This design comes from an exercise in tuning for small area, a short achievable clock period and few clock cycles on the open sky130 flow, not from production work. Function was checked by simulation only, so behaviour that the tests miss may differ from the original.

==> design/flow/design.v <==
package f84tp_pkg;
    localparam int FRAC_BITS   = 24;
    localparam int VALUE_WIDTH = 32;
    localparam int FREQ_W      = 25;
    localparam int WORD_W      = 32;
    localparam int EXP_SHIFT   = 62 - FRAC_BITS;
    localparam int SER_TERMS   = 21;
    localparam int NUM_POW     = 6;
    localparam logic [63:0] QF_ONE  = 64'd1 << FRAC_BITS;
    localparam logic [63:0] Q62_ONE = 64'd1 << 62;
    localparam logic signed [63:0] S64_MAX = {1'b0, {63{1'b1}}};
    localparam logic signed [63:0] S64_MIN = {1'b1, 63'd0};
    localparam logic signed [63:0] VAL_MAX = (64'sd1 <<< (VALUE_WIDTH - 1)) - 64'sd1;
    localparam logic signed [63:0] VAL_MIN = -VAL_MAX - 64'sd1;
    localparam logic [1:0] OP_PROB = 2'd0;
    localparam logic [1:0] OP_D1   = 2'd1;
    localparam logic [1:0] OP_D2   = 2'd2;
    localparam logic [2:0] CFG_FREQ_A = 3'd0;
    localparam logic [2:0] CFG_FREQ_C = 3'd1;
    localparam logic [2:0] CFG_FREQ_G = 3'd2;
    localparam logic [2:0] CFG_FREQ_T = 3'd3;
    localparam logic [2:0] CFG_KAPPA  = 3'd4;
    localparam logic [2:0] CFG_RATE   = 3'd5;
    localparam logic [2:0] CFG_PUR    = 3'd6;
    localparam logic [2:0] CFG_PYR    = 3'd7;
    typedef struct packed {
        logic [1:0]        op;
        logic              null_op;
        logic              whole;
        logic [1:0]        row_sel;
        logic [1:0]        col_sel;
        logic [WORD_W-1:0] distance;
    } t_item;
    localparam int ITEM_W = 2 + 1 + 1 + 2 + 2 + WORD_W;
    typedef struct packed {
        logic [FREQ_W-1:0] freq_a;
        logic [FREQ_W-1:0] freq_c;
        logic [FREQ_W-1:0] freq_g;
        logic [FREQ_W-1:0] freq_t;
        logic [WORD_W-1:0] kappa;
        logic [WORD_W-1:0] rate;
        logic [FREQ_W-1:0] pur;
        logic [FREQ_W-1:0] pyr;
    } t_cfg;
    typedef struct packed {
        logic [1:0]             row;
        logic [1:0]             col;
        logic [VALUE_WIDTH-1:0] value;
        logic                   last;
    } t_result;
    localparam int RESULT_W = 2 + 2 + VALUE_WIDTH + 1;
    typedef struct packed {
        logic               start;
        logic               s62;
        logic signed [63:0] a;
        logic signed [63:0] b;
    } t_mul_req;
    function automatic logic [63:0] f_mag(input logic signed [63:0] a);
        f_mag = a[63] ? 64'(-a) : 64'(a);
    endfunction
    function automatic logic signed [63:0] f_sneg(input logic signed [63:0] a);
        f_sneg = (a == S64_MIN) ? S64_MAX : -a;
    endfunction
    function automatic logic signed [63:0] f_sadd(input logic signed [63:0] a,
                                                  input logic signed [63:0] b);
        logic signed [64:0] s;
        s = 65'(a) + 65'(b);
        if (s[64] != s[63]) f_sadd = s[64] ? S64_MIN : S64_MAX;
        else                f_sadd = s[63:0];
    endfunction
    function automatic logic [VALUE_WIDTH-1:0] f_clamp(input logic signed [63:0] v);
        logic signed [63:0] c;
        c = v;
        if (v > VAL_MAX) c = VAL_MAX;
        if (v < VAL_MIN) c = VAL_MIN;
        f_clamp = c[VALUE_WIDTH-1:0];
    endfunction
endpackage
module f84tp_front (
    input  logic              i_clk,
    input  logic              i_rst_n,
    input  logic              i_push,
    output logic              o_full,
    input  logic [1:0]        i_op,
    input  logic              i_whole_matrix,
    input  logic [1:0]        i_row_sel,
    input  logic [1:0]        i_col_sel,
    input  logic [f84tp_pkg::WORD_W-1:0] i_distance,
    output f84tp_pkg::t_item             o_item,
    output logic              o_valid,
    input  logic              i_take
);
    logic [f84tp_pkg::ITEM_W-1:0] r_q [2];
    logic       r_wp, r_rp;
    logic [1:0] r_cnt;
    logic       wr, rd;
    f84tp_pkg::t_item      in_item;
    always_comb begin
        in_item.op       = i_op;
        in_item.null_op  = (i_op != f84tp_pkg::OP_PROB) && (i_op != f84tp_pkg::OP_D1) && (i_op != f84tp_pkg::OP_D2);
        in_item.whole    = i_whole_matrix;
        in_item.row_sel  = i_row_sel;
        in_item.col_sel  = i_col_sel;
        in_item.distance = i_distance;
    end
    assign o_full  = (r_cnt == 2'd2);
    assign o_valid = (r_cnt != 2'd0);
    assign o_item  = r_q[r_rp];
    assign wr      = i_push && !o_full;
    assign rd      = i_take && o_valid;
    always_ff @(posedge i_clk) begin
        if (wr) r_q[r_wp] <= in_item;
    end
    always_ff @(posedge i_clk) begin
        if (!i_rst_n) begin
            r_wp  <= 1'b0;
            r_rp  <= 1'b0;
            r_cnt <= 2'd0;
        end else begin
            if (wr) r_wp <= !r_wp;
            if (rd) r_rp <= !r_rp;
            r_cnt <= r_cnt + 2'(wr) - 2'(rd);
        end
    end
endmodule
module f84tp_mul (
    input  logic               i_clk,
    input  logic               i_rst_n,
    input  f84tp_pkg::t_mul_req           i_req,
    output logic signed [63:0] o_res,
    output logic               o_done
);
    logic [63:0]  r_am, r_bm;
    logic         r_neg, r_s62, r_busy;
    logic [127:0] r_acc;
    logic [2:0]   r_cnt;
    logic [31:0]  a_half, b_half;
    logic [63:0]  part;
    logic [127:0] part_sh, rsum, q;
    logic signed [63:0] res;
    always_comb begin
        a_half = r_cnt[1] ? r_am[63:32] : r_am[31:0];
        b_half = r_cnt[0] ? r_bm[63:32] : r_bm[31:0];
        part   = 64'(a_half) * 64'(b_half);
        case (r_cnt[1:0])
            2'd0:    part_sh = {64'd0, part};
            2'd3:    part_sh = {part, 64'd0};
            default: part_sh = {32'd0, part, 32'd0};
        endcase
    end
    always_comb begin
        rsum = r_acc + (r_s62 ? (128'd1 << 61) : (128'd1 << (f84tp_pkg::FRAC_BITS - 1)));
        q    = r_s62 ? (rsum >> 62) : (rsum >> f84tp_pkg::FRAC_BITS);
        if (r_neg) res = (|q[127:63]) ? f84tp_pkg::S64_MIN : -$signed(q[63:0]);
        else       res = (|q[127:63]) ? f84tp_pkg::S64_MAX : $signed(q[63:0]);
    end
    always_ff @(posedge i_clk) begin
        if (i_req.start) begin
            r_am  <= f84tp_pkg::f_mag(i_req.a);
            r_bm  <= f84tp_pkg::f_mag(i_req.b);
            r_neg <= i_req.a[63] ^ i_req.b[63];
            r_s62 <= i_req.s62;
            r_acc <= '0;
        end else if (r_busy && r_cnt != 3'd4) begin
            r_acc <= r_acc + part_sh;
        end
        if (r_busy && r_cnt == 3'd4) o_res <= res;
    end
    always_ff @(posedge i_clk) begin
        if (!i_rst_n) begin
            r_busy <= 1'b0;
            r_cnt  <= 3'd0;
            o_done <= 1'b0;
        end else begin
            o_done <= 1'b0;
            if (i_req.start) begin
                r_busy <= 1'b1;
                r_cnt  <= 3'd0;
            end else if (r_busy) begin
                if (r_cnt == 3'd4) begin
                    r_busy <= 1'b0;
                    o_done <= 1'b1;
                end else begin
                    r_cnt <= r_cnt + 3'd1;
                end
            end
        end
    end
endmodule
module f84tp_div (
    input  logic              i_clk,
    input  logic              i_rst_n,
    input  logic              i_start,
    input  logic [63:0]       i_num,
    input  logic [f84tp_pkg::FREQ_W-1:0] i_den,
    output logic [63:0]       o_quo,
    output logic              o_done
);
    logic [63:0]       r_num;
    logic [f84tp_pkg::FREQ_W-1:0] r_rem, r_den;
    logic [3:0]        r_cnt;
    logic              r_busy;
    logic [63:0]       n_num, n_quo;
    logic [f84tp_pkg::FREQ_W-1:0] n_rem;
    logic [f84tp_pkg::FREQ_W:0]   rem2;
    always_comb begin
        n_num = r_num;
        n_quo = o_quo;
        n_rem = r_rem;
        rem2  = '0;
        for (int s = 0; s < 4; s++) begin
            rem2  = {n_rem, n_num[63]};
            n_num = {n_num[62:0], 1'b0};
            if (rem2 >= {1'b0, r_den}) begin
                n_rem = f84tp_pkg::FREQ_W'(rem2 - {1'b0, r_den});
                n_quo = {n_quo[62:0], 1'b1};
            end else begin
                n_rem = rem2[f84tp_pkg::FREQ_W-1:0];
                n_quo = {n_quo[62:0], 1'b0};
            end
        end
    end
    always_ff @(posedge i_clk) begin
        if (i_start) begin
            r_num <= i_num;
            r_den <= (i_den == '0) ? f84tp_pkg::FREQ_W'(1) : i_den;
            r_rem <= '0;
            o_quo <= '0;
        end else if (r_busy) begin
            r_num <= n_num;
            r_rem <= n_rem;
            o_quo <= n_quo;
        end
    end
    always_ff @(posedge i_clk) begin
        if (!i_rst_n) begin
            r_busy <= 1'b0;
            r_cnt  <= 4'd0;
            o_done <= 1'b0;
        end else begin
            o_done <= 1'b0;
            if (i_start) begin
                r_busy <= 1'b1;
                r_cnt  <= 4'd0;
            end else if (r_busy) begin
                r_cnt <= r_cnt + 4'd1;
                if (r_cnt == 4'd15) begin
                    r_busy <= 1'b0;
                    o_done <= 1'b1;
                end
            end
        end
    end
endmodule
module f84tp_core (
    input  logic    i_clk,
    input  logic    i_rst_n,
    input  f84tp_pkg::t_item   i_item,
    input  logic    i_item_valid,
    output logic    o_item_pop,
    input  f84tp_pkg::t_cfg    i_cfg,
    output f84tp_pkg::t_result o_result,
    output logic    o_empty,
    input  logic    i_pop
);
    localparam logic [3:0] ST_IDLE  = 4'd0;
    localparam logic [3:0] ST_INIT  = 4'd1;
    localparam logic [3:0] ST_SER_M = 4'd2;
    localparam logic [3:0] ST_SER_D = 4'd3;
    localparam logic [3:0] ST_PSQ   = 4'd4;
    localparam logic [3:0] ST_LEN   = 4'd5;
    localparam logic [3:0] ST_EXP   = 4'd6;
    localparam logic [3:0] ST_EXP_P = 4'd7;
    localparam logic [3:0] ST_LEN2  = 4'd8;
    localparam logic [3:0] ST_R2    = 4'd9;
    localparam logic [3:0] ST_K2SQ  = 4'd10;
    localparam logic [3:0] ST_DIV   = 4'd11;
    localparam logic [3:0] ST_ENT   = 4'd12;
    localparam logic [3:0] ST_EMIT  = 4'd13;
    localparam logic [1:0] CTX_INIT = 2'd0;
    localparam logic [1:0] CTX_E1   = 2'd1;
    localparam logic [1:0] CTX_E2   = 2'd2;
    localparam logic [1:0] DST_A = 2'd0;
    localparam logic [1:0] DST_T = 2'd1;
    localparam logic [1:0] DST_V = 2'd2;
    logic [3:0]  r_state;
    logic [1:0]  r_ctx;
    logic        r_busy, r_pw_ok;
    logic [63:0] r_pw [f84tp_pkg::NUM_POW];
    logic [2:0]  r_b, r_dk;
    logic [63:0] r_term, r_sum, r_xq, r_arg, r_l;
    logic [4:0]  r_n;
    logic [5:0]  r_ip;
    logic signed [63:0] r_e1, r_e2, r_r2, r_k2sq, r_qa, r_qb, r_a, r_t, r_v;
    logic signed [63:0] r_qp [4];
    f84tp_pkg::t_item       r_item;
    logic [3:0]  r_k;
    logic [2:0]  r_ms;
    logic [f84tp_pkg::RESULT_W-1:0] r_oq [2];
    logic       r_owp, r_orp;
    logic [1:0] r_ocnt;
    logic       oq_push, oq_pop;
    f84tp_pkg::t_result    out_res;
    f84tp_pkg::t_mul_req           m_req;
    logic signed [63:0] m_res;
    logic               m_done;
    logic               d_go, d_done;
    logic [63:0]        d_num, d_quo;
    logic [f84tp_pkg::FREQ_W-1:0]  d_den;
    logic [63:0] k2, pw_b, ser_sum, exp_res;
    logic        ip_bit, ser_end;
    logic [1:0]         e_i, e_j, e_cidx;
    logic               e_diff, e_same_ij, e_nomul, e_fin, e_neg, e_last;
    logic [1:0]         e_dst;
    logic [f84tp_pkg::FREQ_W-1:0]  e_freq;
    logic signed [63:0] e_pj, e_qos, e_c, e_ma, e_mb, e_val, e_r, e_k;
    logic [1:0]         op;
    f84tp_mul u_mul (
        .i_clk   (i_clk),
        .i_rst_n (i_rst_n),
        .i_req   (m_req),
        .o_res   (m_res),
        .o_done  (m_done)
    );
    f84tp_div u_div (
        .i_clk   (i_clk),
        .i_rst_n (i_rst_n),
        .i_start (d_go),
        .i_num   (d_num),
        .i_den   (d_den),
        .o_quo   (d_quo),
        .o_done  (d_done)
    );
    always_comb begin
        k2      = 64'(i_cfg.kappa) + f84tp_pkg::QF_ONE;
        pw_b    = r_pw[r_b];
        ip_bit  = (r_b != 3'd6) && r_ip[r_b];
        ser_sum = r_n[0] ? ((r_sum >= d_quo) ? r_sum - d_quo : 64'd0) : r_sum + d_quo;
        ser_end = (r_n == 5'(f84tp_pkg::SER_TERMS));
        exp_res = (r_sum + (64'd1 << (f84tp_pkg::EXP_SHIFT - 1))) >> f84tp_pkg::EXP_SHIFT;
    end
    always_comb begin
        op        = r_item.op;
        e_i       = r_item.whole ? r_k[3:2] : r_item.row_sel;
        e_j       = r_item.whole ? r_k[1:0] : r_item.col_sel;
        e_last    = !r_item.whole || (&r_k);
        e_diff    = e_i[0] ^ e_j[0];
        e_same_ij = (e_i == e_j);
        case (e_j)
            2'd0:    e_freq = i_cfg.freq_a;
            2'd1:    e_freq = i_cfg.freq_c;
            2'd2:    e_freq = i_cfg.freq_g;
            default: e_freq = i_cfg.freq_t;
        endcase
        e_pj   = $signed(64'(e_freq));
        e_qos  = e_i[0] ? r_qb : r_qa;
        e_cidx = e_same_ij ? (e_j ^ 2'd2) : e_j;
        e_c    = e_same_ij ? r_qp[e_cidx] : f84tp_pkg::f_sneg(r_qp[e_cidx]);
        e_r    = (op == f84tp_pkg::OP_D1) ? $signed(64'(i_cfg.rate)) : r_r2;
        e_k    = (op == f84tp_pkg::OP_D1) ? $signed(k2) : r_k2sq;
        e_nomul = 1'b0;
        e_val   = '0;
        e_fin   = 1'b0;
        e_neg   = 1'b0;
        e_dst   = DST_T;
        e_ma    = '0;
        e_mb    = '0;
        if (r_item.null_op) begin
            e_nomul = 1'b1;
            e_fin   = 1'b1;
        end else if (e_diff) begin
            if (r_ms == 3'd0) begin
                e_ma = e_pj;
                if (op == f84tp_pkg::OP_PROB) begin
                    e_mb  = $signed(f84tp_pkg::QF_ONE) - r_e1;
                    e_dst = DST_V;
                    e_fin = 1'b1;
                end else begin
                    e_mb  = r_e1;
                    e_dst = DST_A;
                end
            end else begin
                e_ma  = e_r;
                e_mb  = r_a;
                e_dst = DST_V;
                e_fin = 1'b1;
                e_neg = (op == f84tp_pkg::OP_D2);
            end
        end else begin
            case (r_ms)
                3'd0: begin
                    e_ma  = e_pj;
                    e_mb  = e_qos;
                    e_dst = DST_T;
                end
                3'd1: begin
                    e_ma  = r_t;
                    e_mb  = r_e1;
                    e_dst = DST_A;
                end
                3'd2: begin
                    e_ma  = e_c;
                    e_mb  = (op == f84tp_pkg::OP_PROB) ? r_e2 : e_k;
                    e_dst = DST_T;
                end
                3'd3: begin
                    if (op == f84tp_pkg::OP_PROB) begin
                        e_nomul = 1'b1;
                        e_fin   = 1'b1;
                        e_val   = f84tp_pkg::f_sadd(f84tp_pkg::f_sadd(e_pj, r_a), r_t);
                    end else begin
                        e_ma  = r_t;
                        e_mb  = r_e2;
                        e_dst = DST_T;
                    end
                end
                default: begin
                    e_ma  = e_r;
                    e_mb  = (op == f84tp_pkg::OP_D1) ? f84tp_pkg::f_sadd(f84tp_pkg::f_sneg(r_a), f84tp_pkg::f_sneg(r_t))
                                          : f84tp_pkg::f_sadd(r_a, r_t);
                    e_dst = DST_V;
                    e_fin = 1'b1;
                end
            endcase
        end
    end
    always_comb begin
        m_req = '0;
        d_go  = 1'b0;
        d_num = '0;
        d_den = '0;
        case (r_state)
            ST_SER_M: begin
                m_req.a = r_term; m_req.b = r_xq; m_req.s62 = 1'b1;
                m_req.start = !r_busy;
            end
            ST_SER_D: begin
                d_num = r_term; d_den = f84tp_pkg::FREQ_W'(r_n); d_go = !r_busy;
            end
            ST_PSQ: begin
                m_req.a = pw_b; m_req.b = pw_b; m_req.s62 = 1'b1;
                m_req.start = !r_busy;
            end
            ST_EXP_P: begin
                m_req.a = r_sum; m_req.b = pw_b; m_req.s62 = 1'b1;
                m_req.start = !r_busy && ip_bit;
            end
            ST_LEN: begin
                m_req.a = 64'(i_cfg.rate); m_req.b = 64'(r_item.distance);
                m_req.start = !r_busy;
            end
            ST_LEN2: begin
                m_req.a = k2; m_req.b = r_l; m_req.start = !r_busy;
            end
            ST_R2: begin
                m_req.a = 64'(i_cfg.rate); m_req.b = 64'(i_cfg.rate);
                m_req.start = !r_busy;
            end
            ST_K2SQ: begin
                m_req.a = k2; m_req.b = k2; m_req.start = !r_busy;
            end
            ST_DIV: begin
                d_go = !r_busy;
                case (r_dk)
                    3'd0: begin d_num = {15'd0, i_cfg.pyr, 24'd0}; d_den = i_cfg.pur; end
                    3'd1: begin d_num = {15'd0, i_cfg.pur, 24'd0}; d_den = i_cfg.pyr; end
                    3'd2: begin d_num = {15'd0, i_cfg.freq_a, 24'd0}; d_den = i_cfg.pur; end
                    3'd3: begin d_num = {15'd0, i_cfg.freq_c, 24'd0}; d_den = i_cfg.pyr; end
                    3'd4: begin d_num = {15'd0, i_cfg.freq_g, 24'd0}; d_den = i_cfg.pur; end
                    default: begin d_num = {15'd0, i_cfg.freq_t, 24'd0}; d_den = i_cfg.pyr; end
                endcase
            end
            ST_ENT: begin
                m_req.a = e_ma; m_req.b = e_mb; m_req.start = !r_busy && !e_nomul;
            end
            default: ;
        endcase
    end
    assign o_item_pop = (r_state == ST_IDLE) && r_pw_ok && i_item_valid;
    always_comb begin
        out_res.row   = e_i;
        out_res.col   = e_j;
        out_res.value = f84tp_pkg::f_clamp(r_v);
        out_res.last  = e_last;
    end
    assign oq_push  = (r_state == ST_EMIT) && (r_ocnt != 2'd2);
    assign oq_pop   = i_pop && !o_empty;
    assign o_empty  = (r_ocnt == 2'd0);
    assign o_result = r_oq[r_orp];
    always_ff @(posedge i_clk) begin
        if (oq_push) r_oq[r_owp] <= out_res;
    end
    always_ff @(posedge i_clk) begin
        case (r_state)
            ST_IDLE: if (o_item_pop) r_item <= i_item;
            ST_INIT: begin
                r_xq <= f84tp_pkg::Q62_ONE; r_term <= f84tp_pkg::Q62_ONE; r_sum <= f84tp_pkg::Q62_ONE; r_n <= 5'd1;
            end
            ST_SER_M: if (m_done) r_term <= m_res;
            ST_SER_D: if (d_done) begin
                r_term <= d_quo;
                if (ser_end) begin
                    if (r_ctx == CTX_INIT) r_pw[0] <= ser_sum;
                    else                   r_sum <= ser_sum;
                    r_b <= 3'd0;
                end else begin
                    r_sum <= ser_sum;
                    r_n   <= r_n + 5'd1;
                end
            end
            ST_PSQ: if (m_done) begin
                r_pw[r_b + 3'd1] <= m_res;
                r_b <= r_b + 3'd1;
            end
            ST_LEN: if (m_done) begin
                r_l <= m_res; r_arg <= m_res;
            end
            ST_LEN2: if (m_done) r_arg <= m_res;
            ST_EXP: begin
                if (|r_arg[63:30]) begin
                    if (r_ctx == CTX_E1) r_e1 <= '0;
                    else                 r_e2 <= '0;
                end
                r_ip   <= r_arg[29:24];
                r_xq   <= {2'd0, r_arg[23:0], 38'd0};
                r_term <= f84tp_pkg::Q62_ONE;
                r_sum  <= f84tp_pkg::Q62_ONE;
                r_n    <= 5'd1;
            end
            ST_EXP_P: begin
                if (r_b == 3'd6) begin
                    if (r_ctx == CTX_E1) r_e1 <= $signed(exp_res);
                    else                 r_e2 <= $signed(exp_res);
                end else if (!ip_bit) begin
                    r_b <= r_b + 3'd1;
                end else if (m_done) begin
                    r_sum <= m_res;
                    r_b   <= r_b + 3'd1;
                end
            end
            ST_R2: if (m_done) r_r2 <= m_res;
            ST_K2SQ: if (m_done) begin
                r_k2sq <= m_res; r_dk <= 3'd0;
            end
            ST_DIV: if (d_done) begin
                case (r_dk)
                    3'd0:    r_qa <= $signed(d_quo);
                    3'd1:    r_qb <= $signed(d_quo);
                    default: r_qp[2'(r_dk - 3'd2)] <= $signed(d_quo);
                endcase
                r_dk <= r_dk + 3'd1;
                if (r_dk == 3'd5) begin
                    r_k <= 4'd0; r_ms <= 3'd0;
                end
            end
            ST_ENT: begin
                if (e_nomul) begin
                    r_v <= e_val;
                end else if (m_done) begin
                    case (e_dst)
                        DST_A:   r_a <= m_res;
                        DST_T:   r_t <= m_res;
                        default: r_v <= e_neg ? f84tp_pkg::f_sneg(m_res) : m_res;
                    endcase
                    if (!e_fin) r_ms <= r_ms + 3'd1;
                end
            end
            ST_EMIT: if (oq_push) begin
                r_k <= r_k + 4'd1; r_ms <= 3'd0;
            end
            default: ;
        endcase
    end
    always_ff @(posedge i_clk) begin
        if (!i_rst_n) begin
            r_state <= ST_IDLE;
            r_ctx   <= CTX_INIT;
            r_busy  <= 1'b0;
            r_pw_ok <= 1'b0;
            r_owp   <= 1'b0;
            r_orp   <= 1'b0;
            r_ocnt  <= 2'd0;
        end else begin
            if (m_req.start || d_go)  r_busy <= 1'b1;
            else if (m_done || d_done) r_busy <= 1'b0;
            if (oq_push) r_owp <= !r_owp;
            if (oq_pop)  r_orp <= !r_orp;
            r_ocnt <= r_ocnt + 2'(oq_push) - 2'(oq_pop);
            case (r_state)
                ST_IDLE: begin
                    if (!r_pw_ok) begin
                        r_state <= ST_INIT;
                        r_ctx   <= CTX_INIT;
                    end else if (o_item_pop) begin
                        r_state <= ST_LEN;
                    end
                end
                ST_INIT:  r_state <= ST_SER_M;
                ST_SER_M: if (m_done) r_state <= ST_SER_D;
                ST_SER_D: if (d_done) begin
                    if (!ser_end)              r_state <= ST_SER_M;
                    else if (r_ctx == CTX_INIT) r_state <= ST_PSQ;
                    else                       r_state <= ST_EXP_P;
                end
                ST_PSQ: if (m_done && r_b == 3'd4) begin
                    r_pw_ok <= 1'b1;
                    r_state <= ST_IDLE;
                end
                ST_LEN: if (m_done) begin
                    r_ctx   <= CTX_E1;
                    r_state <= ST_EXP;
                end
                ST_EXP: begin
                    if (|r_arg[63:30]) r_state <= (r_ctx == CTX_E1) ? ST_LEN2 : ST_R2;
                    else               r_state <= ST_SER_M;
                end
                ST_EXP_P: if (r_b == 3'd6) begin
                    r_state <= (r_ctx == CTX_E1) ? ST_LEN2 : ST_R2;
                end
                ST_LEN2: if (m_done) begin
                    r_ctx   <= CTX_E2;
                    r_state <= ST_EXP;
                end
                ST_R2:   if (m_done) r_state <= ST_K2SQ;
                ST_K2SQ: if (m_done) r_state <= ST_DIV;
                ST_DIV:  if (d_done && r_dk == 3'd5) r_state <= ST_ENT;
                ST_ENT:  if (e_nomul || (m_done && e_fin)) r_state <= ST_EMIT;
                ST_EMIT: if (oq_push) r_state <= e_last ? ST_IDLE : ST_ENT;
                default: r_state <= ST_IDLE;
            endcase
        end
    end
endmodule
module f84_transition_probabilities (
    input  logic                   i_clk,
    input  logic                   i_rst_n,
    input  logic                   push,
    output logic                   full,
    input  logic [1:0]             i_op,
    input  logic                   i_whole_matrix,
    input  logic [1:0]             i_row_sel,
    input  logic [1:0]             i_col_sel,
    input  logic [f84tp_pkg::WORD_W-1:0]      i_distance,
    output logic                   empty,
    input  logic                   pop,
    output logic [1:0]             o_row,
    output logic [1:0]             o_col,
    output logic [f84tp_pkg::VALUE_WIDTH-1:0] o_value,
    output logic                   o_last,
    input  logic                   i_cfg_valid,
    output logic                   o_cfg_ready,
    input  logic [2:0]             i_cfg_index,
    input  logic [f84tp_pkg::WORD_W-1:0]      i_cfg_data
);
    f84tp_pkg::t_cfg    r_cfg;
    f84tp_pkg::t_item   item;
    logic    item_valid, item_pop;
    f84tp_pkg::t_result res;
    assign o_cfg_ready = 1'b1;
    always_ff @(posedge i_clk) begin
        if (!i_rst_n) begin
            r_cfg.freq_a <= f84tp_pkg::FREQ_W'(4194304);
            r_cfg.freq_c <= f84tp_pkg::FREQ_W'(4194304);
            r_cfg.freq_g <= f84tp_pkg::FREQ_W'(4194304);
            r_cfg.freq_t <= f84tp_pkg::FREQ_W'(4194304);
            r_cfg.kappa  <= f84tp_pkg::WORD_W'(16777216);
            r_cfg.rate   <= f84tp_pkg::WORD_W'(16777216);
            r_cfg.pur    <= f84tp_pkg::FREQ_W'(8388608);
            r_cfg.pyr    <= f84tp_pkg::FREQ_W'(8388608);
        end else if (i_cfg_valid && o_cfg_ready) begin
            case (i_cfg_index)
                f84tp_pkg::CFG_FREQ_A: r_cfg.freq_a <= i_cfg_data[f84tp_pkg::FREQ_W-1:0];
                f84tp_pkg::CFG_FREQ_C: r_cfg.freq_c <= i_cfg_data[f84tp_pkg::FREQ_W-1:0];
                f84tp_pkg::CFG_FREQ_G: r_cfg.freq_g <= i_cfg_data[f84tp_pkg::FREQ_W-1:0];
                f84tp_pkg::CFG_FREQ_T: r_cfg.freq_t <= i_cfg_data[f84tp_pkg::FREQ_W-1:0];
                f84tp_pkg::CFG_KAPPA:  r_cfg.kappa  <= i_cfg_data;
                f84tp_pkg::CFG_RATE:   r_cfg.rate   <= i_cfg_data;
                f84tp_pkg::CFG_PUR:    r_cfg.pur    <= i_cfg_data[f84tp_pkg::FREQ_W-1:0];
                f84tp_pkg::CFG_PYR:    r_cfg.pyr    <= i_cfg_data[f84tp_pkg::FREQ_W-1:0];
                default: ;
            endcase
        end
    end
    f84tp_front u_front (
        .i_clk          (i_clk),
        .i_rst_n        (i_rst_n),
        .i_push         (push),
        .o_full         (full),
        .i_op           (i_op),
        .i_whole_matrix (i_whole_matrix),
        .i_row_sel      (i_row_sel),
        .i_col_sel      (i_col_sel),
        .i_distance     (i_distance),
        .o_item         (item),
        .o_valid        (item_valid),
        .i_take         (item_pop)
    );
    f84tp_core u_core (
        .i_clk        (i_clk),
        .i_rst_n      (i_rst_n),
        .i_item       (item),
        .i_item_valid (item_valid),
        .o_item_pop   (item_pop),
        .i_cfg        (r_cfg),
        .o_result     (res),
        .o_empty      (empty),
        .i_pop        (pop)
    );
    assign o_row   = res.row;
    assign o_col   = res.col;
    assign o_value = res.value;
    assign o_last  = res.last;
endmodule
==> design/flow/run.sh <==
#!/bin/bash
# synth_recipe.tcl (not shown) runs the flow's synth.tcl, then flattens the netlist and writes it again
# the make line also repeats each setting of config.mk as NAME=value (left out here)
make -C /OpenROAD-flow-scripts/flow DESIGN_CONFIG=/design/flow/config.mk WORK_HOME=/design/flow/orfs CLKGATE_MAP_FILE= SYNTH_SCRIPT=/design/flow/synth_recipe.tcl finish
==> design/flow/config.mk <==
export PLATFORM = sky130hd
export DESIGN_NAME = f84_transition_probabilities
export DESIGN_NICKNAME = f84_transition_probabilities
export VERILOG_FILES = /design/flow/design.v
export SDC_FILE = /design/flow/constraint.sdc
export NUM_CORES = 8
export LEC_CHECK = 0
export CAP_MARGIN = 20
export CORE_MARGIN = 2
export CORE_UTILIZATION = 40
export SLEW_MARGIN = 20
==> design/flow/constraint.sdc <==
create_clock -name core_clock -period 14.0 [get_ports {i_clk}]
set_input_delay 2.8000 -clock core_clock [delete_from_list [all_inputs] [get_ports {i_clk}]]
set_output_delay 2.8000 -clock core_clock [all_outputs]
set_load 0.01 [all_outputs]
==> flow_summary.json <==
{
  "status": "complete, no violations",
  "worstPathMaxFanout": 12,
  "hold_viol_final": 0,
  "chipWidth_um": 677,
  "cpMostUsedCell": "fa_1",
  "end_kind": "flip-flop",
  "grt_pass1_vias": 150000,
  "setup.worst_path.start_class": "flip-flop",
  "netlist_area_mm2": 0.181,
  "cp_slowest_cell": "fa_1",
  "worstPathArrival_ns": 14.36,
  "crit_start": "u_core.u_mul.r_cnt[1]",
  "vias_per_cell": 6.31,
  "grt.total_usage_pct": 39.6,
  "postRouteAntennaNets": 0,
  "final_cell_mix": "nand2_1 (2462), edfxtp_1 (1922), nor2_1 (1851)",
  "core.rowCount": 247,
  "port-buffer-count": 117,
  "vias": 163000,
  "synthesis.nets": 21000,
  "num-fill-cells": 43100,
  "grt_max_degree": 126,
  "layout.nets": 21400,
  "yosysSeqAreaShare_pct": 36.9,
  "final.period_utilization_pct": 96.7,
  "finalMaxSlewViolations": 0,
  "synth_area_per_cell_um2": 9.46,
  "worstSetupPathType": "reg2reg",
  "worstReg2RegStart": "u_core.u_mul.r_cnt[1]",
  "async_flop_share_pct": 0,
  "antenna_found_initial": 165,
  "overflow": 0,
  "setup_tns_ns": 0,
  "ys_ff_latch": 2384,
  "fp.dieH_um": 677,
  "min_from": "u_core.r_arg[24]",
  "grt_pass1_wl_um": 1260000,
  "skew_ns": 0.121,
  "cts_tree": "done",
  "synth_edf_count": 1922,
  "dr.pass1.iters": 13,
  "synthFlopType": "edfxtp_1",
  "cp_slowest_stage_delay_ns": 0.61,
  "clk_path_buf_depth": 4,
  "cts_root_buffer": "clkbuf_16",
  "place_congestion": 1.10,
  "cts_max_level": 5,
  "multiInputGateArea_mm2": 0.107,
  "dp_hpwl_um": 749000,
  "max_slew_margin_pct": 7.56,
  "min_path_type": "reg2reg",
  "start_util_pct": 40.1,
  "clock_latency_ns": 1.02,
  "cts_hold_buf": 0,
  "yosysWarnings": 5,
  "setup_viol": 0,
  "wl_um": 942000,
  "cp.required_ns": 14.82,
  "seqCellArea_mm2": 0.0670,
  "drive_above_1_share_pct": 11.3,
  "fin_crit_ns": 13.54,
  "path_clk_slew_ns": 0.06,
  "synthDistinctLibCells": 137,
  "drt_iter0_drc": 25500,
  "drv_cap": 0,
  "cts_sinks": 2384,
  "syn_inst": 19200,
  "worst_hold_slack_ns": 0.411,
  "syn_to_final_growth_pct": 13.1,
  "wl_per_cell_um": 36.4,
  "numCtsBuffers": 288,
  "final_common_cell": "nand2_1",
  "core_area_mm2": 0.452,
  "die_area_mm2": 0.459,
  "io_pins": 119,
  "max_freq_ghz": 0.0739,
  "drc": 0,
  "worst_pin_slew_ns": 1.37
}
worst max-delay path, delay by kind of cell (launching register included):
family / cells / cell delay (ns)
fa+ha+maj: 10 / 4.77
mux: 1 / 0.30
buf+inv: 10 / 1.53
simple gates: 5 / 0.39
compound gates: 25 / 5.81
flops: 1 / 0.45
xor+xnor: 1 / 0.16
logic make-up (layout without fill, tap and decap cells):
kind of cell | count (synthesis) | after routing | share of synthesized area (%)
other | 1 | 148 | 0.00207
XOR/XNOR | 1000 | 1000 | 4.83
multiplexers | 764 | 764 | 5.01
adder cells (fa/ha/maj) | 1788 | 1788 | 16.1
AND/OR/NAND/NOR | 6236 | 6236 | 15.4
buffers and inverters | 2354 | 2920 | 5.02
flip-flops | 2384 | 2384 | 36.9
AO/OA/AOI/OAI | 4654 | 4654 | 16.7
routing by layer:
metal / global-route usage [%] / share of wire, % / vias up
li1: - / - / 69200
met2: 54.5 / 40 / 10600
met5: 0.562 / 0.14 / -
met3: 15.1 / 14 / 1834
met1: 53.1 / 40 / 81500
met4: 22.1 / 6.6 / 54
worst paths after layout:
path / slack [ns] / cells past startpoint / endpoint
setup / recovery: 0.46 / 52 / u_core.u_mul.r_acc[126]
setup reg to reg: 0.46 / 52 / u_core.u_mul.r_acc[126]
hold / removal: 0.41 / 0 / u_core.r_ip[0]
hold reg to reg: 0.41 / 0 / u_core.r_ip[0]
final cells by class:
cell class / count / area share [%]
timing repair buffer: 1157 / 4.58
multi-input combinational: 14400 / 52.1
clock buffer: 360 / 3.77
tap: 5976 / 3.64
antenna: 147 / 0.179
inverter: 1239 / 2.27
sequential: 2384 / 32.7
clock inverter: 164 / 0.794
what timing repair did:
action / in CTS / in global routing
pin swaps: 0 / 6
buffers inserted: 0 / 8
endpoints found under the hold margin: 0 / 0
cloned: 0 / 0
gates resized for setup: 2 / 33
endpoints found under the setup margin: 26 / 58
cell usage after synthesis, types with 132 or more instances:
library cell / count / area share [%]
nand2_1: 2471 / 5.1
edfxtp_1: 1922 / 32
nor2_1: 1881 / 3.9
inv_1: 1230 / 2.5
a21oi_1: 1228 / 3.4
o21ai_0: 1045 / 2.9
fa_1: 907 / 10
clkbuf_1: 901 / 1.9
ha_1: 877 / 6.0
xnor2_1: 582 / 2.8
dfxtp_1: 462 / 5.1
mux2i_1: 447 / 2.5
xor2_1: 418 / 2.0
nand3_1: 380 / 1.0
a21o_1: 338 / 1.4
nor3_1: 296 / 0.82
a21boi_0: 245 / 1.0
a31oi_1: 230 / 0.79
mux2_2: 221 / 1.4
and2_1: 166 / 0.57
a22o_1: 163 / 0.79
nand4_1: 163 / 0.56
o21bai_1: 141 / 0.58
o211ai_1: 139 / 0.58
nor4_1: 137 / 0.47
and3_1: 132 / 0.46
sequential cells by signal (all words and copies together) (netlist names), 74 cells and up, named ones only:
signal,cells
u_core.r_qp,256
u_front.r_q,80
u_core.r_oq,74
u_core.u_mul.r_acc,128
r_cfg,214
u_core.r_pw,384
per-stage QoR:
stage               utilization, %  cells  instance area (µm²)  setup WS [ns]
finish                        45.4  25900               205000          0.461
global route                  45.3  25800               205000        -0.0110
CTS                           45.2  25700               205000         0.0630
detailed placement            43.2  25200               195000        -0.0648
global placement              43.1  25200               195000         -0.414
floorplan                        -  19200               181000          0.736
Testbench counts, summed over its fixed seeds: cycles 469,778.

[re-timing with driven ports]
No port has a modelled driver above. Below, the same layout with a new extraction and two added sets of constraints. Step 1: set_driving_cell puts a clkbuf_16 on i_clk and a buf_2 on each other input, an assumption about the parent block. Step 2, shift: input delay + t, output delay - t, t = (earliest + latest rising clock arrival at the registers) / 2. This alone moves slack from input paths to output paths. a / b / c = no drivers / after step 1 / after step 2; a / b = the first two.
t, ns: 1.075
slack for setup (ns): 0.461 / 0.461 / 0.461
worst hold slack (ns): 0.411 / 0.411 / 0.411
latest minus earliest clock arrival (ns): 0.123 / 0.123
worst data-port slew with drivers (ns): 0.29
After both steps this run still meets setup and hold. The setup slack of this run moves by 0.000 ns with the drivers and by 0.000 ns with both steps.
